This is an optimization exercise on Yosys and OpenROAD, whose aim is small area, a short achievable clock period and few clock cycles per item, not a production implementation. The RTL was checked by simulation tests, not by an equivalence proof against the original design.

Design siso_maxlog, start of the top module:
module siso_maxlog #(
  parameter int W      = 8,
  parameter int AW     = 12,
  parameter int N      = 64,
  parameter int ADDR_W = $clog2(N)
) (
  input  logic                 clk_p_i,
  input  logic                 reset_n_i,
  input  logic                 in_valid_i,
  output logic                 in_ready_o,
  input  logic signed [W-1:0]  sys_i,
  input  logic signed [W-1:0]  par_i,
  input  logic signed [W-1:0]  apr_i,
  output logic                 out_valid_o,
  input  logic                 out_ready_i,
  output logic signed [W-1:0]  ext_o,
  output logic [ADDR_W-1:0]    out_idx_o,
  output logic                 out_last_o,
  output logic                 busy_o
);
  localparam int MW = 13;                       
  typedef logic signed [MW-1:0] m_t;           
  typedef logic signed [11:0]   d_t;           
  function automatic logic ge(input m_t a, input m_t b);
    m_t d;
    d  = a - b;
    ge = ~d[MW-1];
  endfunction
  function automatic m_t s8(input logic [7:0] v);   s8  = {{5{v[7]}}, v};  endfunction
  function automatic m_t s9(input logic [8:0] v);   s9  = {{4{v[8]}}, v};  endfunction
  function automatic m_t s10(input logic [9:0] v);  s10 = {{3{v[9]}}, v};  endfunction
  function automatic m_t s12(input logic [11:0] v); s12 = {v[11], v};      endfunction
  function automatic m_t mx(input m_t a, input m_t b);
    if (ge(a, b)) mx = a;
    else          mx = b;
  endfunction
  localparam int FW = 12;
  typedef logic signed [FW-1:0] f_t;
  function automatic f_t fmx(input f_t a, input f_t b);
    f_t d;
    d = a - b;
    if (!d[FW-1]) fmx = a;
    else          fmx = b;
  endfunction
  function automatic logic [4*FW-1:0] fwd(input logic [4*FW-1:0] a, input logic [8:0] l9, input logic [7:0] p8, input logic [9:0] lp10);
    f_t a0, a1, a2, a3, l, p, lp;
    a0 = a[0*FW +: FW]; a1 = a[1*FW +: FW]; a2 = a[2*FW +: FW]; a3 = a[3*FW +: FW];
    l  = {{3{l9[8]}}, l9};
    p  = {{4{p8[7]}}, p8};
    lp = {{2{lp10[9]}}, lp10};
    fwd[0*FW +: FW] = fmx(a0,      a1 + lp);
  ...
For scale: about 7300 cells after synthesis, roughly 46 I/O pins, roughly 97000 um^2 of cells after synthesis.
clock: 28.0 ns
lec_check: 0
cap_margin: 20
core_margin: 2
core_utilization: 40
cts_cluster_diameter: 80
cts_cluster_size: 30
slew_margin: 20
standard.sh (not shown) runs the stock make flow with config.mk's settings and CLKGATE_MAP_FILE= SYNTH_SCRIPT=/design/flow/synth_recipe.tcl, a recipe that flattens the netlist after the stock synthesis.
==> flow/flow/run.sh <==
#!/bin/bash
# Layout: the standard flow (standard synthesis, floorplan, placement, CTS, routing),
# unchanged except that the port buffers are sky130_fd_sc_hd__buf_4 instead of the cell
# buffer_ports picks by default. Every port still gets its own buffer.
# The full output of the flow goes to flow_standard.log; ORFS keeps each step's log under orfs/logs.
set -euo pipefail
bash standard.sh "BUFFER_PORTS_ARGS=-buffer_cell sky130_fd_sc_hd__buf_4" finish > flow_standard.log 2>&1
Testbench counts at the start, summed over its fixed seeds: cycles 8,736, items 8,192.
Then changed:
--- a/flow/design.v
+++ b/flow/design.v
@@ -67,28 +67,26 @@
     pk = {d[34:24], d[22:12], d[10:0]};
   endfunction
   function automatic logic [35:0] upk(input logic [32:0] v);
     upk = {v[32], v[32:22], v[21], v[21:11], v[10], v[10:0]};
   endfunction
   localparam logic [35:0] INIT_N = {12'hc00, 12'hc00, 12'hc00};    
   logic        in_rdy;
   logic        ir_v, sk_v;
-  logic [23:0] ir_d;
-  logic [16:0] ir_x, sk_d;          
+  logic [23:0] ir_d, sk_d;
   logic        f_take;             
-  logic [16:0] f_d;                 
+  logic [23:0] f_d;
   logic        f_av;
   logic in_rdy_q;                  
   logic started;                   
   assign in_rdy_q   = started && !(ir_v && sk_v);
   assign in_ready_o = in_rdy;
   assign f_av = sk_v | ir_v;
-  assign ir_x = {ir_d[15:8], {ir_d[7], ir_d[7:0]} + {ir_d[23], ir_d[23:16]}};    
-  assign f_d  = sk_v ? sk_d : ir_x;
+  assign f_d  = sk_v ? sk_d : ir_d;
   logic ir_v_n, sk_v_n;
   always_comb begin
     sk_v_n = sk_v;
     if (sk_v) begin
       if (f_take) sk_v_n = ir_v;
     end else begin
       if (ir_v && !f_take) sk_v_n = 1'b1;
     end
@@ -105,17 +103,17 @@
       ir_v   <= ir_v_n;
       sk_v   <= sk_v_n;
       in_rdy <= !(ir_v_n && sk_v_n);
       started <= 1'b1;
     end
   end
   always_ff @(posedge clk_p_i) begin
     if (in_rdy_q) ir_d <= {sys_i, par_i, apr_i};
-    if ((sk_v && f_take) || (!sk_v && !f_take)) sk_d <= ir_x;
+    if ((sk_v && f_take) || (!sk_v && !f_take)) sk_d <= ir_d;
   end
   logic [16:0] ram0 [24];          
   logic [16:0] ram1 [24];          
   logic [16:0] ram2 [16];          
   logic [5:0]  ram_wa, ram_ra, ram_rb;
   logic [16:0] ram_qa, ram_qb;
   function automatic logic [1:0] bnk(input logic [2:0] ss);
     case (ss)
@@ -180,27 +178,27 @@
       kb    <= kb_n;
       pb    <= pb_n;
       b_act <= b_act_n;
       pend  <= pend_n;
     end
   end
   logic [8:0]  f_lsa;
   logic [9:0]  f_lp;
-  assign f_lsa = f_d[8:0];
-  assign f_lp  = {f_lsa[8], f_lsa} + {{2{f_d[16]}}, f_d[16:9]};       
+  assign f_lsa = {f_d[7], f_d[7:0]} + {f_d[23], f_d[23:16]};         
+  assign f_lp  = {f_lsa[8], f_lsa} + {{2{f_d[15]}}, f_d[15:8]};       
   assign ram_wa = pf ? ~fm : fm;
   logic [1:0] wbk, rbk_a, rbk_b;
   logic [4:0] wli, rli_a, rli_b, rl0, rl1, rl2;
   assign wbk   = bnk(ram_wa[5:3]);
   assign wli   = {bhi(ram_wa[5:3]), ram_wa[2:0]};
   always_ff @(posedge clk_p_i) begin
-    if (f_take && wbk == 2'd0) ram0[wli] <= f_d;
-    if (f_take && wbk == 2'd1) ram1[wli] <= f_d;
-    if (f_take && wbk == 2'd2) ram2[wli[3:0]] <= f_d;
+    if (f_take && wbk == 2'd0) ram0[wli] <= {f_d[15:8], f_lsa};
+    if (f_take && wbk == 2'd1) ram1[wli] <= {f_d[15:8], f_lsa};
+    if (f_take && wbk == 2'd2) ram2[wli[3:0]] <= {f_d[15:8], f_lsa};
   end
   logic [16:0] rq0, rq1, rq2;
   logic [1:0]  rbk_a_r, rbk_b_r;
   logic [4:0]  rl0_r, rl1_r, rl2_r;
   assign rbk_a = bnk(ram_ra[5:3]);
   assign rbk_b = bnk(ram_rb[5:3]);
   assign rli_a = {bhi(ram_ra[5:3]), ram_ra[2:0]};
   assign rli_b = {bhi(ram_rb[5:3]), ram_rb[2:0]};
@@ -234,17 +232,17 @@
   always_ff @(posedge clk_p_i or negedge reset_n_i) begin
     if (!reset_n_i) f1_v <= 1'b0;
     else            f1_v <= f_take;
   end
   always_ff @(posedge clk_p_i) begin
     f1_m   <= fm;
     f1_p   <= pf;
     f1_lsa <= f_lsa;
-    f1_par <= f_d[16:9];
+    f1_par <= f_d[15:8];
     f1_lp  <= f_lp;
   end
   always_ff @(posedge clk_p_i) begin
     if (f1_v && f1_m != 6'd63)
       alpha1 <= fwd((f1_m == 6'd0) ? unnrm(INIT_N) : alpha1,
                     f1_lsa, f1_par, f1_lp);
   end
   assign alpha1_n = nrm(alpha1);
@@ -468,25 +466,25 @@
     end
   end
   always_ff @(posedge clk_p_i) begin
     if (head_free) oh <= (q_n != 2'd0) ? q[q_rp] : r_ent;
     if (b2_v) q[q_wp] <= r_ent;           
   end
   assign out_valid_o = ov;
   assign ext_o       = oh;
-  assign out_idx_o   = ~oidx;
+  assign out_idx_o   = oidx;
   assign out_last_o  = olast;
   always_ff @(posedge clk_p_i or negedge reset_n_i) begin
     if (!reset_n_i) begin
-      oidx  <= 6'd0;
+      oidx  <= 6'd63;
       olast <= 1'b0;
     end else if (pop) begin
-      oidx  <= oidx + 6'd1;
-      olast <= (oidx == 6'd62);
+      oidx  <= oidx - 6'd1;
+      olast <= (oidx == 6'd1);
     end
   end
   logic [5:0] in_cnt;
   logic [7:0] owed;
   logic       bsy;
   logic       acc;
   logic [5:0] in_cnt_n;
   logic [7:0] owed_n;
Result: Wire length shrinks slightly. Setup slack gets worse by 0.13 ns. Synthesized cell count shrinks slightly. Die area is about the same. Maximum frequency shrinks slightly. Cell count shrinks slightly. Clock-buffer cell count shrinks by 7. Critical path depth shrinks by 6. Global-route usage is about the same. Synthesized area barely changes. Clock skew grows by 0.057 ns.
Testbench counts after the change, summed over its fixed seeds: cycles 8,736, items 8,192.

## port drivers added, routing unchanged
In the flow no input, the clock included, has a driving cell. The finished layouts below were timed again as built, in two steps. Step 1 assumes that a clkbuf_16 drives the clock port and a buf_2 every other input. Step 2 moves the port delays by t, midway between the first and last clock arrival at a register: inputs arrive t later, outputs are due t later. That takes back most of the time a late clock gives input paths. a / b / c = ideal / step 1 / step 2; a / b = the first two.
run | t (ns) | setup slack, ns | hold WS [ns] | worst register clock-pin slew, ns
the first run | 0.880 | 20.854 / 20.848 / 20.033 | 0.477 / 0.477 / 0.477 | 0.12 / 0.12
the second run | 0.919 | 20.727 / 20.632 / 20.393 | 0.423 / 0.423 / 0.423 | 0.12 / 0.12
After both steps every run listed still meets setup and hold. The setup slack of the first run, which loses most, moves by -0.006 ns with the drivers and by -0.821 ns with both steps.
